From an optimization exercise on the open Yosys and OpenROAD flow, aimed at small area; shortcuts taken in it are not production practice. Where RTL was checked, it was by simulation tests only, not by an equivalence proof against the original. The RTL of runs 2 to 4 was laid out without a check of its function. No activity file was given, so power comes from the tool's default toggle rates.

**flow/config.mk**
```make
export PLATFORM = sky130hd
export DESIGN_NAME = spi_peripheral
export DESIGN_NICKNAME = spi_peripheral
export VERILOG_FILES = /design/flow/design.v
export SDC_FILE = /design/flow/constraint.sdc
export NUM_CORES = 4
export LEC_CHECK = 0
export CAP_MARGIN = 20
export CELL_PAD_IN_SITES_DETAIL_PLACEMENT = 2
export CELL_PAD_IN_SITES_GLOBAL_PLACEMENT = 2
export CORE_MARGIN = 2
export CORE_UTILIZATION = 20
export CTS_BUF_LIST = sky130_fd_sc_hd__clkbuf_16
export CTS_CLUSTER_DIAMETER = 100
export CTS_CLUSTER_SIZE = 30
export PLACE_DENSITY = 0.25
export SLEW_MARGIN = 20
```
**flow/constraint.sdc**
```tcl
create_clock -name core_clock -period 5.0 [get_ports {CLK}]
set_input_delay 1.0000 -clock core_clock [delete_from_list [all_inputs] [get_ports {CLK}]]
set_output_delay 1.0000 -clock core_clock [all_outputs]
set_load 0.01 [all_outputs]
```
**flow/design.v**
```verilog
package spi_pkg;
  localparam logic [7:0] OP_WRITE = 8'h0A;
  localparam logic [7:0] OP_READ  = 8'h0B;
  localparam int SCLK_HALF_MIN = 8;
  localparam logic [2:0] IDLE   = 3'd0;
  localparam logic [2:0] INSTR  = 3'd1;
  localparam logic [2:0] ADDR   = 3'd2;
  localparam logic [2:0] WDATA  = 3'd3;
  localparam logic [2:0] RDATA  = 3'd4;
  localparam logic [2:0] IGNORE = 3'd5;
endpackage
module spi_sync_edge #(
  parameter logic RST_VAL = 1'b0
) (
  input  logic CLK,
  input  logic RST,
  input  logic D,
  output logic LEVEL,
  output logic RISE,
  output logic FALL
);
  logic [2:0] sr;
  always_ff @(posedge CLK) begin
    if (RST) sr <= {3{RST_VAL}};
    else     sr <= {sr[1:0], D};
  end
  assign LEVEL = sr[1];
  assign RISE  = sr[1] & ~sr[2];
  assign FALL  = ~sr[1] & sr[2];
endmodule
import spi_pkg::*;
module spi_peripheral #(
  parameter int         ADDR_W = 7,
  parameter logic [7:0] DEVID  = 8'hAD
) (
  input  logic              CLK,
  input  logic              RST,
  input  logic              SCLK,
  input  logic              CS,
  input  logic              MOSI,
  output logic              MISO,
  output logic              MISO_OE,
  input  logic              LOC_WE,
  input  logic [ADDR_W-1:0] LOC_ADDR,
  input  logic [7:0]        LOC_WDATA,
  output logic [7:0]        LOC_RDATA,
  output logic              WR_STROBE,
  output logic [ADDR_W-1:0] WR_ADDR,
  output logic              BUSY,
  output logic [2:0]        DBG_STATE
);
  localparam int DEPTH = 1 << ADDR_W;
  localparam bit AUTOINC = 1'b1;
  logic sclk_lvl, sclk_rise, sclk_fall;
  logic cs_lvl, cs_rise, cs_fall;
  logic mosi_lvl, mosi_rise, mosi_fall;
  spi_sync_edge #(.RST_VAL(1'b0)) u_sync_sclk (
    .CLK(CLK), .RST(RST), .D(SCLK), .LEVEL(sclk_lvl), .RISE(sclk_rise), .FALL(sclk_fall)
  );
  spi_sync_edge #(.RST_VAL(1'b1)) u_sync_cs (
    .CLK(CLK), .RST(RST), .D(CS), .LEVEL(cs_lvl), .RISE(cs_rise), .FALL(cs_fall)
  );
  spi_sync_edge #(.RST_VAL(1'b0)) u_sync_mosi (
    .CLK(CLK), .RST(RST), .D(MOSI), .LEVEL(mosi_lvl), .RISE(mosi_rise), .FALL(mosi_fall)
  );
  logic unused_sync;
  assign unused_sync = &{1'b0, sclk_lvl, cs_rise, mosi_rise, mosi_fall};
  logic [2:0]        state;
  logic [2:0]        bit_cnt;
  logic [6:0]        shift_in;
  logic [6:0]        tx_sh;
  logic [ADDR_W-1:0] addr;
  logic              rd_op;
  logic [3:0]        settle_cnt;
  logic [7:0]        in_byte;
  logic [7:0]        rd_byte;
  logic              byte_done;
  logic              spi_commit;
  logic              settled;
  logic [ADDR_W-1:0] addr_step;
  assign in_byte    = {shift_in, mosi_lvl};
  assign byte_done  = sclk_rise && (bit_cnt == 3'd0);
  assign spi_commit = (state == WDATA) && !cs_lvl && byte_done;
  assign settled    = (settle_cnt == 4'(SCLK_HALF_MIN));
  assign addr_step  = AUTOINC ? addr + ADDR_W'(1) : addr;
  always_ff @(posedge CLK) begin
    if (RST) begin
      state      <= IDLE;
      bit_cnt    <= 3'd7;
      shift_in   <= '0;
      tx_sh      <= '0;
      addr       <= '0;
      rd_op      <= 1'b0;
      settle_cnt <= '0;
      MISO       <= 1'b0;
      MISO_OE    <= 1'b0;
      WR_STROBE  <= 1'b0;
      WR_ADDR    <= '0;
    end else begin
      WR_STROBE <= spi_commit;
      if (spi_commit) WR_ADDR <= addr;
      if (!settled) settle_cnt <= settle_cnt + 4'd1;
      if (state != IDLE && cs_lvl) begin
        state   <= IDLE;
        bit_cnt <= 3'd7;
        MISO    <= 1'b0;
        MISO_OE <= 1'b0;
      end else begin
        if (sclk_rise && state != IDLE) begin
          shift_in <= in_byte[6:0];
          bit_cnt  <= bit_cnt - 3'd1;
        end
        case (state)
          IDLE: begin
            if (cs_fall && settled) begin
              state   <= INSTR;
              bit_cnt <= 3'd7;
            end
          end
          INSTR: begin
            if (byte_done) begin
              rd_op <= (in_byte == OP_READ);
              state <= (in_byte == OP_WRITE || in_byte == OP_READ) ? ADDR : IGNORE;
            end
          end
          ADDR: begin
            if (byte_done) begin
              addr  <= in_byte[ADDR_W-1:0];
              state <= rd_op ? RDATA : WDATA;
            end
          end
          WDATA: begin
            if (byte_done) addr <= addr_step;
          end
          RDATA: begin
            if (sclk_fall) begin
              if (bit_cnt == 3'd7) begin
                MISO    <= rd_byte[7];
                tx_sh   <= rd_byte[6:0];
                MISO_OE <= 1'b1;
                addr    <= addr_step;
              end else begin
                MISO  <= tx_sh[6];
                tx_sh <= {tx_sh[5:0], 1'b0};
              end
            end
          end
          default: ;
        endcase
      end
    end
  end
  logic       phase;
  logic       loc_wr, spi_wr;
  logic [7:0] loc_raw, spi_raw, loc_cur, spi_cur, loc_wd, spi_wd;
  always_ff @(posedge CLK) phase <= !RST && !phase;
  assign spi_wr = RST || spi_commit;
  assign loc_wr = LOC_WE && !RST && !(spi_commit && (LOC_ADDR == addr));
  assign spi_wd = RST ? 8'hFF : spi_commit ? (in_byte ^ {8{phase}}) : 8'h00;
  assign loc_wd = loc_wr ? (LOC_WDATA ^ {8{phase}}) : 8'h00;
  spi_regfile u_rf (
    .CLK(CLK), .RST(RST), .LA(LOC_ADDR), .SA(addr), .LW(loc_wr), .SW(spi_wr),
    .DL(loc_wd), .DS(spi_wd), .QL(loc_raw), .QS(spi_raw)
  );
  assign loc_cur = (LOC_ADDR == '0) ? DEVID : (loc_raw ^ {8{phase}});
  assign spi_cur = (addr == '0) ? DEVID : (spi_raw ^ {8{phase}});
  assign rd_byte = spi_cur;
  always_ff @(posedge CLK) begin
    if (RST) LOC_RDATA <= '0;
    else     LOC_RDATA <= loc_cur;
  end
  assign BUSY      = ~cs_lvl;
  assign DBG_STATE = state;
endmodule
module spi_regfile (
  input  logic       CLK,
  input  logic       RST,
  input  logic [6:0] LA,
  input  logic [6:0] SA,
  input  logic       LW,
  input  logic       SW,
  input  logic [7:0] DL,
  input  logic [7:0] DS,
  output logic [7:0] QL,
  output logic [7:0] QS
);
  logic [127:1] lsel, ssel, hold;
  logic [7:0]   r [127:1];
  for (genvar i = 1; i < 128; i++) begin : g_r
    assign lsel[i] = (LA == 7'(i));
    assign ssel[i] = RST || (SA == 7'(i));
    assign hold[i] = !((lsel[i] && LW) || (ssel[i] && SW));
    always_ff @(posedge CLK)
      r[i] <= ~(({8{hold[i]}} & r[i]) | ({8{ssel[i]}} & DS) | ({8{lsel[i]}} & DL));
  end
  always_comb begin
    QL = 8'h00;
    QS = 8'h00;
    for (int i = 1; i < 128; i++) begin
      QL = QL | ({8{lsel[i]}} & r[i]);
      QS = QS | ({8{ssel[i]}} & r[i]);
    end
  end
endmodule
```
**flow/flow/run.sh**
```bash
#!/bin/bash
# Own layout flow: the standard layout (standard.sh), except that the register file module
# spi_regfile is hand-mapped to standard cells by flow/gen_rf.py and spliced into design.v before
# synthesis. Its registers keep the standard synthesis's names and cell type, which
# flow/check_regs.py checks against a run of the standard synthesis. Each tool logs to its own
# file in this folder.
set -euo pipefail
W=$(pwd)
R=results/$FLOW_PLATFORM/spi_peripheral/base
python3 flow/gen_rf.py > rf_mapped.v 2> gen_rf.log
python3 flow/splice.py design.v rf_mapped.v > design_mapped.v 2> splice.log
# The standard synthesis, only to compare register names with.
bash standard.sh WORK_HOME="$W/orfs_ref" synth > synth_ref.log 2>&1
bash standard.sh VERILOG_FILES="$W/design_mapped.v" synth > synth.log 2>&1
python3 flow/check_regs.py "orfs_ref/$R/1_2_yosys.v" "orfs/$R/1_2_yosys.v" > check_regs.log 2>&1
bash standard.sh VERILOG_FILES="$W/design_mapped.v" > layout.log 2>&1
```
**flow/flow/check_regs.py**
```python
#!/usr/bin/env python3
"""check_regs.py REF_V CAND_V: fails unless both flat netlists hold the same flip-flop instances,
by name and cell type (drive strength aside)."""
import re
import sys


def regs(path):
    txt = open(path).read()
    found = {}
    for typ, name in re.findall(r"^\s*sky130_fd_sc_hd__(df\w+|edf\w+|sdf\w+|dl\w+)\s+(\\\S+|\S+)\s*\(", txt, re.M):
        found[name] = re.sub(r"_\d+$", "", typ)
    return found


ref, cand = regs(sys.argv[1]), regs(sys.argv[2])
bad = sorted(set(ref) ^ set(cand))[:20] + [n for n in ref if n in cand and ref[n] != cand[n]][:20]
print("registers: reference %d, candidate %d" % (len(ref), len(cand)))
if bad:
    sys.exit("register mismatch: " + " ".join(bad))
```
**flow/flow/gen_rf.py**
```python
#!/usr/bin/env python3
"""Writes a hand-mapped sky130hd netlist of module spi_regfile (see rtl/spi_peripheral.sv) to
stdout. Its registers carry the names the standard synthesis gives them, r[i][b]$_DFF_P_."""
import sys

P = "sky130_fd_sc_hd__"
out = []
n = [0]


def cell(typ, pins, name=None):
    if name is None:
        n[0] += 1
        name = "m%d" % n[0]
    conns = ", ".join(".%s(%s)" % (p, v) for p, v in pins)
    out.append("  %s%s %s (%s);" % (P, typ, name, conns))


def wire(*names):
    for w in names:
        out.append("  wire %s;" % w)


out.append("module spi_regfile (CLK, RST, LA, SA, LW, SW, DL, DS, QL, QS);")
out.append("  input CLK, RST, LW, SW;")
out.append("  input [6:0] LA, SA;")
out.append("  input [7:0] DL, DS;")
out.append("  output [7:0] QL, QS;")

# Address predecode: register i = 8*c + rw is selected by row rw (address bits 2:0) and
# column c (address bits 6:3). rowN/colN are active low; the SPI ones are forced on by RST.
for p, a in (("l", "LA"), ("s", "SA")):
    wire("%sa_n[6:0]" % p)
    for k in range(7):
        cell("inv_1", [("A", "%s[%d]" % (a, k)), ("Y", "%sa_n[%d]" % (p, k))])

    def lit(k, v):
        return "%s[%d]" % (a, k) if v else "%sa_n[%d]" % (p, k)

    wire("%s_rown[7:0]" % p, "%s_coln[15:0]" % p)
    for rw in range(8):
        ins = [lit(k, (rw >> k) & 1) for k in range(3)]
        if p == "l":
            cell("nand3_1", [("A", ins[0]), ("B", ins[1]), ("C", ins[2]), ("Y", "l_rown[%d]" % rw)])
        else:
            cell("a31oi_1", [("A1", ins[0]), ("A2", ins[1]), ("A3", ins[2]), ("B1", "RST"),
                             ("Y", "s_rown[%d]" % rw)])
    for c in range(16):
        ins = [lit(3 + k, (c >> k) & 1) for k in range(4)]
        if p == "l":
            cell("nand4_1", [("A", ins[0]), ("B", ins[1]), ("C", ins[2]), ("D", ins[3]),
                             ("Y", "l_coln[%d]" % c)])
        else:
            cell("a41oi_1", [("A1", ins[0]), ("A2", ins[1]), ("A3", ins[2]), ("A4", ins[3]),
                             ("B1", "RST"), ("Y", "s_coln[%d]" % c)])

wire("lsel[127:1]", "ssel[127:1]", "hold[127:1]")
for i in range(1, 128):
    rw, c = i % 8, i // 8
    for p in "ls":
        cell("nor2_1", [("A", "%s_rown[%d]" % (p, rw)), ("B", "%s_coln[%d]" % (p, c)),
                        ("Y", "%ssel[%d]" % (p, i))])
    cell("a22oi_1", [("A1", "lsel[%d]" % i), ("A2", "LW"), ("B1", "ssel[%d]" % i), ("B2", "SW"),
                     ("Y", "hold[%d]" % i)])

# Register bits: D = ~(hold & q | ssel & DS | lsel & DL).
for i in range(1, 128):
    wire("q%d[7:0]" % i, "d%d[7:0]" % i)
    for b in range(8):
        q, d = "q%d[%d]" % (i, b), "d%d[%d]" % (i, b)
        cell("a222oi_1", [("A1", "hold[%d]" % i), ("A2", q), ("B1", "ssel[%d]" % i),
                          ("B2", "DS[%d]" % b), ("C1", "lsel[%d]" % i), ("C2", "DL[%d]" % b),
                          ("Y", d)])
        cell("dfxtp_1", [("CLK", "CLK"), ("D", d), ("Q", q)], name="\\r[%d][%d]$_DFF_P_ " % (i, b))


def or_tree(sigs, low, name):
    """OR of sigs (all active low if low, else all active high), alternating NAND/NOR levels.
    Returns (signal, polarity_low)."""
    lvl = 0
    while len(sigs) > 1:
        nxt = []
        for g in range(0, len(sigs), 4):
            grp = sigs[g:g + 4]
            if len(grp) == 1:
                nxt.append(grp[0])
                continue
            y = "%s_t%d_%d" % (name, lvl, g // 4)
            wire(y)
            typ = ("nand" if low else "nor") + str(len(grp)) + "_1"
            cell(typ, [(pin, s) for pin, s in zip("ABCD", grp)] + [("Y", y)])
            nxt.append(y)
        sigs, low, lvl = nxt, not low, lvl + 1
    return sigs[0], low


# Read ports: leaves AND-OR-invert three registers, then a NAND/NOR tree.
for p, outp in (("l", "QL"), ("s", "QS")):
    for b in range(8):
        leaves = []
        for g in range(1, 128, 3):
            regs = [i for i in range(g, min(g + 3, 128))]
            y = "%s_lf%d_%d" % (p, b, g)
            wire(y)
            if len(regs) == 3:
                pins = []
                for pin, i in zip("ABC", regs):
                    pins += [(pin + "1", "%ssel[%d]" % (p, i)), (pin + "2", "q%d[%d]" % (i, b))]
                cell("a222oi_1", pins + [("Y", y)])
            elif len(regs) == 2:
                cell("a22oi_1", [("A1", "%ssel[%d]" % (p, regs[0])), ("A2", "q%d[%d]" % (regs[0], b)),
                                 ("B1", "%ssel[%d]" % (p, regs[1])), ("B2", "q%d[%d]" % (regs[1], b)),
                                 ("Y", y)])
            else:
                cell("nand2_1", [("A", "%ssel[%d]" % (p, regs[0])), ("B", "q%d[%d]" % (regs[0], b)),
                                 ("Y", y)])
            leaves.append(y)
        sig, low = or_tree(leaves, True, "%s_or%d" % (p, b))
        if low or not out[-1].endswith(".Y(%s));" % sig):
            raise SystemExit("read tree must end in its own active-high gate")
        out[-1] = out[-1].replace(".Y(%s));" % sig, ".Y(%s[%d]));" % (outp, b))

out.append("endmodule")
print("\n".join(out))
```
**flow/flow/splice.py**
```python
#!/usr/bin/env python3
"""splice.py DESIGN_V MAPPED_V: prints DESIGN_V with its module spi_regfile replaced by the one
in MAPPED_V (the same module, hand-mapped to standard cells)."""
import re
import sys

design = open(sys.argv[1]).read()
mapped = open(sys.argv[2]).read()
m = re.search(r"^\s*module\s+spi_regfile\b.*?^\s*endmodule\b[^\n]*\n?", design, re.S | re.M)
if not m:
    sys.exit("splice.py: no module spi_regfile in " + sys.argv[1])
sys.stdout.write(design[:m.start()] + "\n" + mapped + "\n" + design[m.end():])
```
**flow/standard.sh**
```bash
#!/bin/bash
# synth_recipe.tcl (not shown) runs the flow's synth.tcl, then flattens the netlist and writes it again
# the make line also repeats each setting of config.mk as NAME=value (left out here)
make -C /OpenROAD-flow-scripts/flow DESIGN_CONFIG=/design/flow/config.mk WORK_HOME=/design/flow/orfs CLKGATE_MAP_FILE= SYNTH_SCRIPT=/design/flow/synth_recipe.tcl "${@:-finish}"
```
==> results.toml, run 1 <==
[power_and_ir_drop]
peakVddDrop_v = 0.000279
power_density_nw_per_um2 = 413
leakage_nw = 18.3

[logic_synthesis]
synth.distinct_cells = 60
ys_seq_elements = 1075
synthesis.nets = 3776
synth_most_common_cell = "a222oi_1"
ys_seq_area_share_pct = 48.8
synth-async-reset-ratio_pct = 0
yosysTopAreaCell = "dfxtp_1"
synth_edf_count = 0
synthTopCellsByCount = "a222oi_1 (1688), dfxtp_1 (1075), nor2_1 (289), nand4_1 (178), a22oi_1 (127)"
ys_warn_count = 4
synth_ff_type = "dfxtp_1"
netlist_instances = 3748
synth_area_leaders = "dfxtp_1 (49%), a222oi_1 (38%), nand4_1 (2.5%)"
yosysTopAreaCellShare_pct = 48.8
synth_area_um2 = 44100
syn_area_per_cell_um2 = 11.8

[worst_hold_path]
min-delay-start = "u_sync_cs.sr[0]$_SDFF_PP1_"
holdPathEnd = "u_sync_cs.sr[1]$_SDFF_PP1_"
hold_path_class = "flip-flop to flip-flop"
whs_path_depth = 1

[layout]
final_nets = 4413
layout-drive-gt1-share_pct = 17.8
area_delta_synth_final_pct = 27.0
fin_cells = 7323

[worst_setup_path]
cp_max_fo = 11
r2r-start = "addr[5]$_SDFFE_PP0P_"
cp-end-kind = "flip-flop"
critical_path_class = "flip-flop to flip-flop"
worst_ep_arrival_time_ns = 5.40
crit_path_start_kind = "flip-flop"
r2r-end = "tx_sh[2]$_SDFFE_PP0P_"
cp-startpoint = "addr[5]$_SDFFE_PP0P_"
path_cells = "inv_1 > a41oi_1 > buf_4 > nor2_1 > buf_4 > a222oi_1 > nand4_1 > nor4_2 > buf_4 > nand3_1 > xnor2_1 > buf_4 > nand2_1 > o221ai_1 > a21oi_1"
ff2ff_setup_slack_ns = 0.21
ff2ff_path_depth = 15
max_stage_delay_ns = 0.68
cpMostUsedCell = "buf_4"
required_ns = 5.61
critical_path.slowest_cell = "a222oi_1"

[clocking]
worst_skew_pair.late_latency_ns = 0.77
cts_sinks = 1075
cts.reportedPaths.clkPinSlew_ns = 0.10
cts_setup_buffers = 0
cts_tree = "done"
root_buffer = "clkbuf_16"
numCtsBuffers = 76
clockBufferDepth = 3
htreeDepth = 3

[grt]
first_global_vias = 49653
antenna_found_initial = 7
grt_max_degree = 95
grt_pass1_wl_mm = 429
grt.overflow.total = 0
grt_util_all_layers_pct = 26.7

[job]
maxCapViolations = 0

[drt]
drt_drc_violations_left = 0
drt_iter0_drc = 12373
final_antenna_net_count = 0
drt-wirelength-per-cell_um = 42.9
totalWireLength_mm = 314
dr.pass1.iters = 14
vias = 50184
vias_per_cell = 6.85

[sta]
hold_viol = 0
fmax_mhz = 209
fin_skew_ns = 0.0336
tightestPinTransition_ns = 1.29
post-route-period-util_pct = 95.7
finalSetupViolCount = 0
tns_ns = 0
rsz0062_at_grt = "false"
period_needed_ns = 4.79
relSlewSlack_pct = 13.8
final_max_slew_viol_count = 0

[place]
place_hpwl_mm = 208
dpl.cell_count = 7177
gp_congestion = 0.865
numPortBuffers = 42

[outcome]
outcome = "complete, no violations"

[floorplanning]
start_util_pct = 20.1
io_pins = 43
die-area_um2 = 224000
coreArea_um2 = 220000
die_h_um = 474
num_rows = 172
die_x_um = 474
-- flip-flops by register name (all words and copies together) (netlist names), 3 cells and up --
signal          cells
addr                7
WR_ADDR             7
u_sync_sclk.sr      3
shift_in            7
u_sync_cs.sr        3
tx_sh               7
LOC_RDATA           8
u_rf.r           1016
settle_cnt          4
bit_cnt             3
state               3
-- report_power, final --
group,internal (W),switching (W)
sequential,0.00998,0.00148
combinational,0.00182,0.00238
clock,0.00329,0.00418
-- critical path, delay by kind of cell, from the launching register on --
family                    cells  cell delay (ns)
buffers and inverters         5             1.19
and+or+nand+nor               5             1.31
AOI/OAI and AO/OA             4             1.30
xor gates and xnor gates      1             0.24
DFF                           1             0.58
-- metal layers --
metal	GRT usage [%]	vias up	wire (um)
met2	45.0	2322	149000
li1	-	20467	-
met5	0	-	13
met1	35.7	27084	135000
met4	8.27	2	10200
met3	2.64	309	19400
-- worst max-delay path by stage --
| stage | slack (ns) | depth (start not counted) | endpoint |
|---|---|---|---|
| floorplan | -0.98 | 5 | u_rf.r[100][0]$_DFF_P_ |
| global placement | -1.14 | 15 | tx_sh[5]$_SDFFE_PP0P_ |
| detailed placement | -0.69 | 16 | tx_sh[2]$_SDFFE_PP0P_ |
| CTS | 0.09 | 15 | tx_sh[2]$_SDFFE_PP0P_ |
| global route | 0.06 | 17 | MISO$_SDFFE_PP0P_ |
| finish | 0.21 | 15 | tx_sh[2]$_SDFFE_PP0P_ |
-- kinds of logic (layout without fill, tap and decap cells) --
family / after synthesis / in the layout / synth area share (%)
xor+xnor: 43 / 43 / 0.853
other cells: 0 / 4 / 0
buf+inv: 47 / 747 / 0.476
simple gates: 654 / 654 / 7.34
mux: 14 / 14 / 0.323
compound gates: 1908 / 1908 / 42.0
fa+ha+maj: 7 / 7 / 0.198
flops: 1075 / 1075 / 48.8
-- layout by cell type (no fill, tap or decap), types with 8 or more instances in the layout --
cell	count
a21oi_1	14
a222oi_1	1688
a22oi_1	127
a31oi_4	8
a41oi_1	16
buf_12	52
buf_4	485
clkbuf_16	78
clkdlybuf4s50_1	41
clkinv_8	11
dfxtp_1	1069
inv_1	25
inv_6	17
inv_8	8
mux2i_1	12
nand2_1	43
nand3_1	39
nand4_1	178
nor2_1	231
nor2_2	51
nor2_4	8
nor2b_1	8
nor3_1	27
nor4_1	23
nor4_2	9
o21ai_4	8
xnor2_1	40
-- per-stage QoR --
stage / util [%] / hold WS [ns] / worst slack [ns] / cell area [um^2] / power, W
after detailed placement: 24.2 / 0.410 / -0.689 / 53100 / 0.0158
after global placement: 24.2 / 0.408 / -1.14 / 53000 / 0.0156
after CTS: 25.5 / 0.450 / 0.0864 / 55900 / 0.0233
after floorplan: - / 0.389 / -0.982 / 44200 / 0.0132
after global routing: 25.5 / 0.478 / 0.0620 / 56100 / 0.0241
final: 25.5 / 0.444 / 0.213 / 56100 / 0.0231
-- what timing repair did --
| action | in CTS | in global routing |
|---|---|---|
| pin swaps | 0 | 1 |
| setup endpoints to repair | 5 | 5 |
| gates resized for setup | 8 | 3 |
| hold buffers | 0 | 0 |
-- layout make-up --
class / count / area [um^2]
diodes: 4 / 10.0
clock buffers: 78 / 1950
clock inverters: 63 / 823
fillers: 23899 / 163000
inverters: 25 / 104
multi-input cells: 2626 / 22900
flip-flops and latches: 1075 / 21500
well taps: 2871 / 3590
repair buffers: 581 / 5120
==> inputs of run 2 (changes only) <==
--- a/flow/design.v
+++ b/flow/design.v
@@ -150,55 +150,41 @@
       end
     end
   end
-  logic       phase;
-  logic       loc_wr, spi_wr;
-  logic [7:0] loc_raw, spi_raw, loc_cur, spi_cur, loc_wd, spi_wd;
+  logic             phase;
+  logic [DEPTH-1:1] loc_sel, spi_sel;    
+  logic [DEPTH-1:1] we_spi, we_loc, hold;
+  logic             loc_we_g;
+  logic [7:0]       spi_wd, loc_wd;
+  logic [7:0]       regs_x [DEPTH-1:1];  
   always_ff @(posedge CLK) phase <= !RST && !phase;
-  assign spi_wr = RST || spi_commit;
-  assign loc_wr = LOC_WE && !RST && !(spi_commit && (LOC_ADDR == addr));
-  assign spi_wd = RST ? 8'hFF : spi_commit ? (in_byte ^ {8{phase}}) : 8'h00;
-  assign loc_wd = loc_wr ? (LOC_WDATA ^ {8{phase}}) : 8'h00;
-  spi_regfile u_rf (
-    .CLK(CLK), .RST(RST), .LA(LOC_ADDR), .SA(addr), .LW(loc_wr), .SW(spi_wr),
-    .DL(loc_wd), .DS(spi_wd), .QL(loc_raw), .QS(spi_raw)
-  );
-  assign loc_cur = (LOC_ADDR == '0) ? DEVID : (loc_raw ^ {8{phase}});
-  assign spi_cur = (addr == '0) ? DEVID : (spi_raw ^ {8{phase}});
-  assign rd_byte = spi_cur;
+  assign loc_we_g = LOC_WE && !RST && !(spi_commit && (LOC_ADDR == addr));
+  assign spi_wd   = RST ? 8'hFF : (in_byte ^ {8{phase}});
+  assign loc_wd   = LOC_WDATA ^ {8{phase}};
+  for (genvar i = 1; i < DEPTH; i++) begin : g_reg
+    assign loc_sel[i] = (LOC_ADDR == ADDR_W'(i));
+    assign spi_sel[i] = (addr == ADDR_W'(i));
+    assign we_spi[i]  = RST || (spi_commit && spi_sel[i]);
+    assign we_loc[i]  = loc_we_g && loc_sel[i];
+    assign hold[i]    = !(we_spi[i] || we_loc[i]);
+    always_ff @(posedge CLK)
+      regs_x[i] <= ~(({8{hold[i]}} & regs_x[i]) | ({8{we_spi[i]}} & spi_wd) |
+                     ({8{we_loc[i]}} & loc_wd));
+  end
+  logic [7:0] loc_raw, spi_raw, loc_rd;
+  always_comb begin
+    loc_raw = 8'h00;
+    spi_raw = 8'h00;
+    for (int i = 1; i < DEPTH; i++) begin
+      loc_raw = loc_raw | ({8{loc_sel[i]}} & regs_x[i]);
+      spi_raw = spi_raw | ({8{spi_sel[i]}} & regs_x[i]);
+    end
+  end
+  assign loc_rd  = (LOC_ADDR == '0) ? DEVID : (loc_raw ^ {8{phase}});
+  assign rd_byte = (addr == '0) ? DEVID : (spi_raw ^ {8{phase}});
   always_ff @(posedge CLK) begin
     if (RST) LOC_RDATA <= '0;
-    else     LOC_RDATA <= loc_cur;
+    else     LOC_RDATA <= loc_rd;
   end
   assign BUSY      = ~cs_lvl;
   assign DBG_STATE = state;
 endmodule
-module spi_regfile (
-  input  logic       CLK,
-  input  logic       RST,
-  input  logic [6:0] LA,
-  input  logic [6:0] SA,
-  input  logic       LW,
-  input  logic       SW,
-  input  logic [7:0] DL,
-  input  logic [7:0] DS,
-  output logic [7:0] QL,
-  output logic [7:0] QS
-);
-  logic [127:1] lsel, ssel, hold;
-  logic [7:0]   r [127:1];
-  for (genvar i = 1; i < 128; i++) begin : g_r
-    assign lsel[i] = (LA == 7'(i));
-    assign ssel[i] = RST || (SA == 7'(i));
-    assign hold[i] = !((lsel[i] && LW) || (ssel[i] && SW));
-    always_ff @(posedge CLK)
-      r[i] <= ~(({8{hold[i]}} & r[i]) | ({8{ssel[i]}} & DS) | ({8{lsel[i]}} & DL));
-  end
-  always_comb begin
-    QL = 8'h00;
-    QS = 8'h00;
-    for (int i = 1; i < 128; i++) begin
-      QL = QL | ({8{lsel[i]}} & r[i]);
-      QS = QS | ({8{ssel[i]}} & r[i]);
-    end
-  end
-endmodule
==> flow/run.sh (new file) <==
#!/bin/bash
# synth_recipe.tcl (not shown) runs the flow's synth.tcl, then flattens the netlist and writes it again
# the make line also repeats each setting of config.mk as NAME=value (left out here)
make -C /OpenROAD-flow-scripts/flow DESIGN_CONFIG=/design/flow/config.mk WORK_HOME=/design/flow/orfs CLKGATE_MAP_FILE= SYNTH_SCRIPT=/design/flow/synth_recipe.tcl finish
==> flow/config.mk (replaced) <==
export PLATFORM = sky130hd
export DESIGN_NAME = spi_peripheral
export DESIGN_NICKNAME = spi_peripheral
export VERILOG_FILES = /design/flow/design.v
export SDC_FILE = /design/flow/constraint.sdc
export NUM_CORES = 4
export LEC_CHECK = 0
export CAP_MARGIN = 20
export CORE_MARGIN = 2
export CORE_UTILIZATION = 30
export SLEW_MARGIN = 20
removed: flow/flow/run.sh
removed: flow/flow/check_regs.py
removed: flow/flow/gen_rf.py
removed: flow/flow/splice.py
removed: flow/standard.sh
==> results.toml, run 2 <==
[grt]
grt_util_all_layers_pct = 78.3
first_global_vias = 79314
grt.overflow.total = 200
grt_max_degree = 73
grt_pass1_wl_mm = 952

[outcome]
haltStage = "global routing (5_1_grt)"
stop_error = "[ERROR GRT-0116] Global routing finished with congestion. Check the congestion regions in the DRC Viewer."
outcome = "stopped before the end"

[clocking]
clockBufferDepth = 3
cts_sinks = 1075
cts_setup_buffers = 0
numCtsBuffers = 121
cts_resized = 0
root_buffer = "clkbuf_16"
cts_hold_repair.buffers = 0
htreeDepth = 3

[logic_synthesis]
ys_seq_elements = 1075
netlist_instances = 6677
synthTopCellsByCount = "dfxtp_1 (1075), a21oi_1 (1055), o22ai_1 (945), nand3_1 (603), clkbuf_1 (531)"
syn_area_per_cell_um2 = 8.08
synth.distinct_cells = 73
ys_seq_area_share_pct = 39.9
synthesis.nets = 6707
ys_warn_count = 4
yosysTopAreaCell = "dfxtp_1"
yosysTopAreaCellShare_pct = 39.9
synth_most_common_cell = "dfxtp_1"
synth-async-reset-ratio_pct = 0
synth_ff_type = "dfxtp_1"
synth_area_leaders = "dfxtp_1 (40%), o22ai_1 (11%), a21oi_1 (9.8%)"
synth_edf_count = 0
synth_area_um2 = 53900

[place]
place_hpwl_mm = 553
dpl.cell_count = 9478
dpl-instance-area_um2 = 65500
numPortBuffers = 42
gp_congestion = 1.39

[floorplanning]
io_pins = 43
num_rows = 155
die_x_um = 428
die_h_um = 428
start_util_pct = 30.2
-- run 2: worst max path at each step --
stage,from,end,slack [ns],cells past startpoint
after floorplan,LOC_ADDR[0],LOC_RDATA[7]$_SDFF_PP0_,1.61,11
after global placement,LOC_ADDR[4],LOC_RDATA[0]$_SDFF_PP0_,-0.62,11
after detailed placement,LOC_ADDR[3],LOC_RDATA[0]$_SDFF_PP0_,-0.18,12
after CTS,addr[0]$_SDFFE_PP0P_,tx_sh[5]$_SDFFE_PP0P_,0.09,15
-- run 2: metrics by stage --
stage               setup WS (ns)  setup TNS, ns
global placement           -0.620         -0.720
floorplan                    1.61              0
CTS                        0.0931              0
detailed placement         -0.180         -0.276
-- run 2: power by group through the flow --
stage | Combinational (W) | Sequential [W] | Clock, W
4_1_cts | 0.00356 | 0.0122 | 0.00959
2_1_floorplan | 0.00175 | 0.0102 | 0
3_5_place_dp | 0.00355 | 0.0124 | 0
3_3_place_gp | 0.00349 | 0.0124 | 0
-- run 2: cell families after synthesis --
family | after synthesis | share of synthesized area [%]
muxes | 47 | 0.909
AOI/OAI and AO/OA | 2920 | 34.6
xor gates and xnor gates | 40 | 0.649
DFF | 1075 | 39.9
buffers and inverters | 747 | 5.55
adders and majority gates | 9 | 0.209
and+or+nand+nor | 1839 | 18.2
-- run 2: per-layer routing --
| layer | overflow | track usage, % |
|---|---|---|
| met4 | 90 | 71.0 |
| met2 | 106 | 88.3 |
| met5 | 0 | 42.6 |
| met1 | 1 | 82.0 |
| met3 | 3 | 68.5 |
==> inputs of run 3 (changes only) <==
--- a/flow/config.mk
+++ b/flow/config.mk
@@ -8,4 +8,5 @@
 export CAP_MARGIN = 20
 export CORE_MARGIN = 2
 export CORE_UTILIZATION = 30
+export PLACE_DENSITY = 0.35
 export SLEW_MARGIN = 20
==> results.toml, run 3 <==
[outcome]
outcome = "stopped before the end"
haltStage = "global routing (5_1_grt)"
stop_error = "[ERROR GRT-0116] Global routing finished with congestion. Check the congestion regions in the DRC Viewer."

[logic_synthesis]
yosysTopAreaCell = "dfxtp_1"
synth_ff_type = "dfxtp_1"
synth.distinct_cells = 73
synth_area_leaders = "dfxtp_1 (40%), o22ai_1 (11%), a21oi_1 (9.8%)"
ys_warn_count = 4
synth-async-reset-ratio_pct = 0
synthesis.nets = 6707
synth_most_common_cell = "dfxtp_1"
netlist_instances = 6677
syn_area_per_cell_um2 = 8.08
synth_edf_count = 0
synthTopCellsByCount = "dfxtp_1 (1075), a21oi_1 (1055), o22ai_1 (945), nand3_1 (603), clkbuf_1 (531)"
synth_area_um2 = 53900
ys_seq_elements = 1075
yosysTopAreaCellShare_pct = 39.9
ys_seq_area_share_pct = 39.9

[clocking]
cts_sinks = 1075
root_buffer = "clkbuf_16"
numCtsBuffers = 130
cts_resized = 0
cts_setup_buffers = 0
clockBufferDepth = 3
htreeDepth = 4
cts_hold_repair.buffers = 0

[grt]
grt_max_degree = 114
grt_util_all_layers_pct = 83.4
grt_pass1_wl_mm = 1030
grt.overflow.total = 649
first_global_vias = 85703

[floorplanning]
die_x_um = 428
io_pins = 43
start_util_pct = 30.2
die_h_um = 428
num_rows = 155

[place]
gp_congestion = 1.34
numPortBuffers = 42
place_hpwl_mm = 566
dpl_worst_slack_ns = 0.0867
[run 3: cell counts after synthesis]
Identical to the previous run, type by type.
[run 3: per-stage QoR]
step	cells	area [um^2]	total power, W
after floorplan	6677	53900	0.0120
after global placement	9463	65300	0.0159
after detailed placement	9468	65500	0.0160
after CTS	9695	69800	0.0258
[run 3: per-layer routing]
metal,overflow,track usage (%)
met5,1,54.3
met3,12,76.3
met4,237,76.4
met1,3,85.9
met2,396,91.9
[run 3: worst min-delay path by stage]
stage                                from                    endpoint  slack (ns)  cells after the start
3_5_place_dp   u_sync_cs.sr[0]$_SDFF_PP1_  u_sync_cs.sr[1]$_SDFF_PP1_        0.42                      1
4_1_cts        u_sync_cs.sr[0]$_SDFF_PP1_  u_sync_cs.sr[1]$_SDFF_PP1_        0.44                      1
2_1_floorplan  u_sync_cs.sr[0]$_SDFF_PP1_  u_sync_cs.sr[1]$_SDFF_PP1_        0.39                      1
3_3_place_gp   u_sync_cs.sr[0]$_SDFF_PP1_  u_sync_cs.sr[1]$_SDFF_PP1_        0.40                      1
[run 3: kinds of logic after synthesis]
| logic type | Yosys count | synth area share [%] |
|---|---|---|
| buffers and inverters | 747 | 5.55 |
| DFF | 1075 | 39.9 |
| muxes | 47 | 0.909 |
| xor gates and xnor gates | 40 | 0.649 |
| adders and majority gates | 9 | 0.209 |
| and+or+nand+nor | 1839 | 18.2 |
| AOI/OAI and AO/OA | 2920 | 34.6 |
[run 3: power groups by stage]
stage               Sequential [W]  Clock, W  Combinational [W]
floorplan                   0.0102         0            0.00175
global placement            0.0123         0            0.00361
detailed placement          0.0123         0            0.00367
CTS                         0.0121   0.00996            0.00369
==> inputs of run 4 (changes only) <==
--- a/flow/config.mk
+++ b/flow/config.mk
@@ -7,6 +7,6 @@
 export LEC_CHECK = 0
 export CAP_MARGIN = 20
 export CORE_MARGIN = 2
-export CORE_UTILIZATION = 30
-export PLACE_DENSITY = 0.35
+export CORE_UTILIZATION = 40
+export PLACE_DENSITY = 0.45
 export SLEW_MARGIN = 20
==> results.toml, run 4 <==
[grt]
first_global_vias = 85433
grt_max_degree = 114
grt_util_all_layers_pct = 95.2
grt.overflow.total = 4001
grt_pass1_wl_mm = 909

[place]
dpl_worst_slack_ns = -0.108
numPortBuffers = 42
place_hpwl_mm = 470
gp_congestion = 1.56

[logic_synthesis]
synth_most_common_cell = "dfxtp_1"
syn_area_per_cell_um2 = 8.08
yosysTopAreaCellShare_pct = 39.9
synth_ff_type = "dfxtp_1"
synth_area_leaders = "dfxtp_1 (40%), o22ai_1 (11%), a21oi_1 (9.8%)"
netlist_instances = 6677
ys_warn_count = 4
synth_area_um2 = 53900
ys_seq_area_share_pct = 39.9
synth-async-reset-ratio_pct = 0
ys_seq_elements = 1075
synth.distinct_cells = 73
synth_edf_count = 0
yosysTopAreaCell = "dfxtp_1"
synthTopCellsByCount = "dfxtp_1 (1075), a21oi_1 (1055), o22ai_1 (945), nand3_1 (603), clkbuf_1 (531)"
synthesis.nets = 6707

[floorplanning]
io_pins = 43
die_x_um = 371
die_h_um = 371
start_util_pct = 40.4
num_rows = 134

[outcome]
outcome = "stopped before the end"
stop_error = "[ERROR GRT-0116] Global routing finished with congestion. Check the congestion regions in the DRC Viewer."
haltStage = "global routing (5_1_grt)"

[clocking]
numCtsBuffers = 116
root_buffer = "clkbuf_16"
htreeDepth = 3
cts_sinks = 1075
cts_hold_repair.buffers = 0
clockBufferDepth = 3
cts_setup_buffers = 0
cts_resized = 0
## run 4: logic make-up after synthesis
group | Yosys count | synth area share, %
compound gates | 2920 | 34.6
fa+ha+maj | 9 | 0.209
flops | 1075 | 39.9
mux | 47 | 0.909
buf+inv | 747 | 5.55
xor+xnor | 40 | 0.649
simple gates | 1839 | 18.2
## run 4: metal layers
layer | track usage, % | overflow
met2 | 104 | 2334
met1 | 94.3 | 318
met3 | 88.5 | 396
met4 | 92.3 | 901
met5 | 79.1 | 52
## run 4: power by group through the flow
stage                     clock [W]  sequential, W  combinational [W]
after floorplan                   0         0.0102            0.00175
after global placement            0         0.0121            0.00323
after detailed placement          0         0.0121            0.00330
after CTS                   0.00908         0.0119            0.00331
## run 4: worst min-delay path by stage
stage                                    start                          to  slack, ns  cells past startpoint
floorplan           u_sync_cs.sr[0]$_SDFF_PP1_  u_sync_cs.sr[1]$_SDFF_PP1_       0.39                      1
global placement    u_sync_cs.sr[0]$_SDFF_PP1_  u_sync_cs.sr[1]$_SDFF_PP1_       0.40                      1
detailed placement  u_sync_cs.sr[0]$_SDFF_PP1_  u_sync_cs.sr[1]$_SDFF_PP1_       0.40                      1
CTS                 u_sync_cs.sr[0]$_SDFF_PP1_  u_sync_cs.sr[1]$_SDFF_PP1_       0.44                      1
## run 4: per-stage QoR
stage / area [um^2] / TNS (ns) / power (W) / instances
floorplan: 53900 / 0 / 0.0120 / 6677
global placement: 61600 / -0.971 / 0.0154 / 8577
detailed placement: 61700 / -0.117 / 0.0154 / 8582
CTS: 65700 / 0 / 0.0243 / 8798

## port drivers added, routing unchanged
The results above use ideal ports. As a check the final layout listed here was re-extracted and re-timed, cells and wires unchanged. Step 1 sets driving cells, clkbuf_16 on the clock port and buf_2 on the other inputs (assumed; they add their load-dependent delay and slew). Step 2 moves the port delays by t, midway between the first and last clock arrival at a register: inputs arrive t later, outputs are due t later. That takes back most of the time a late clock gives input paths. Three values: ideal ports, drivers, drivers and shift; two values: the first two.
run: run 1
shift t [ns]: 0.829
slack for setup (ns): 0.213 / 0.213 / -0.474
worst hold slack (ns): 0.444 / 0.444 / 0.444
With both steps, setup timing fails in run 1, where it was met with ideal ports. For run 1, drivers alone change the setup slack by 0.000 ns; drivers and shift together by -0.687 ns.
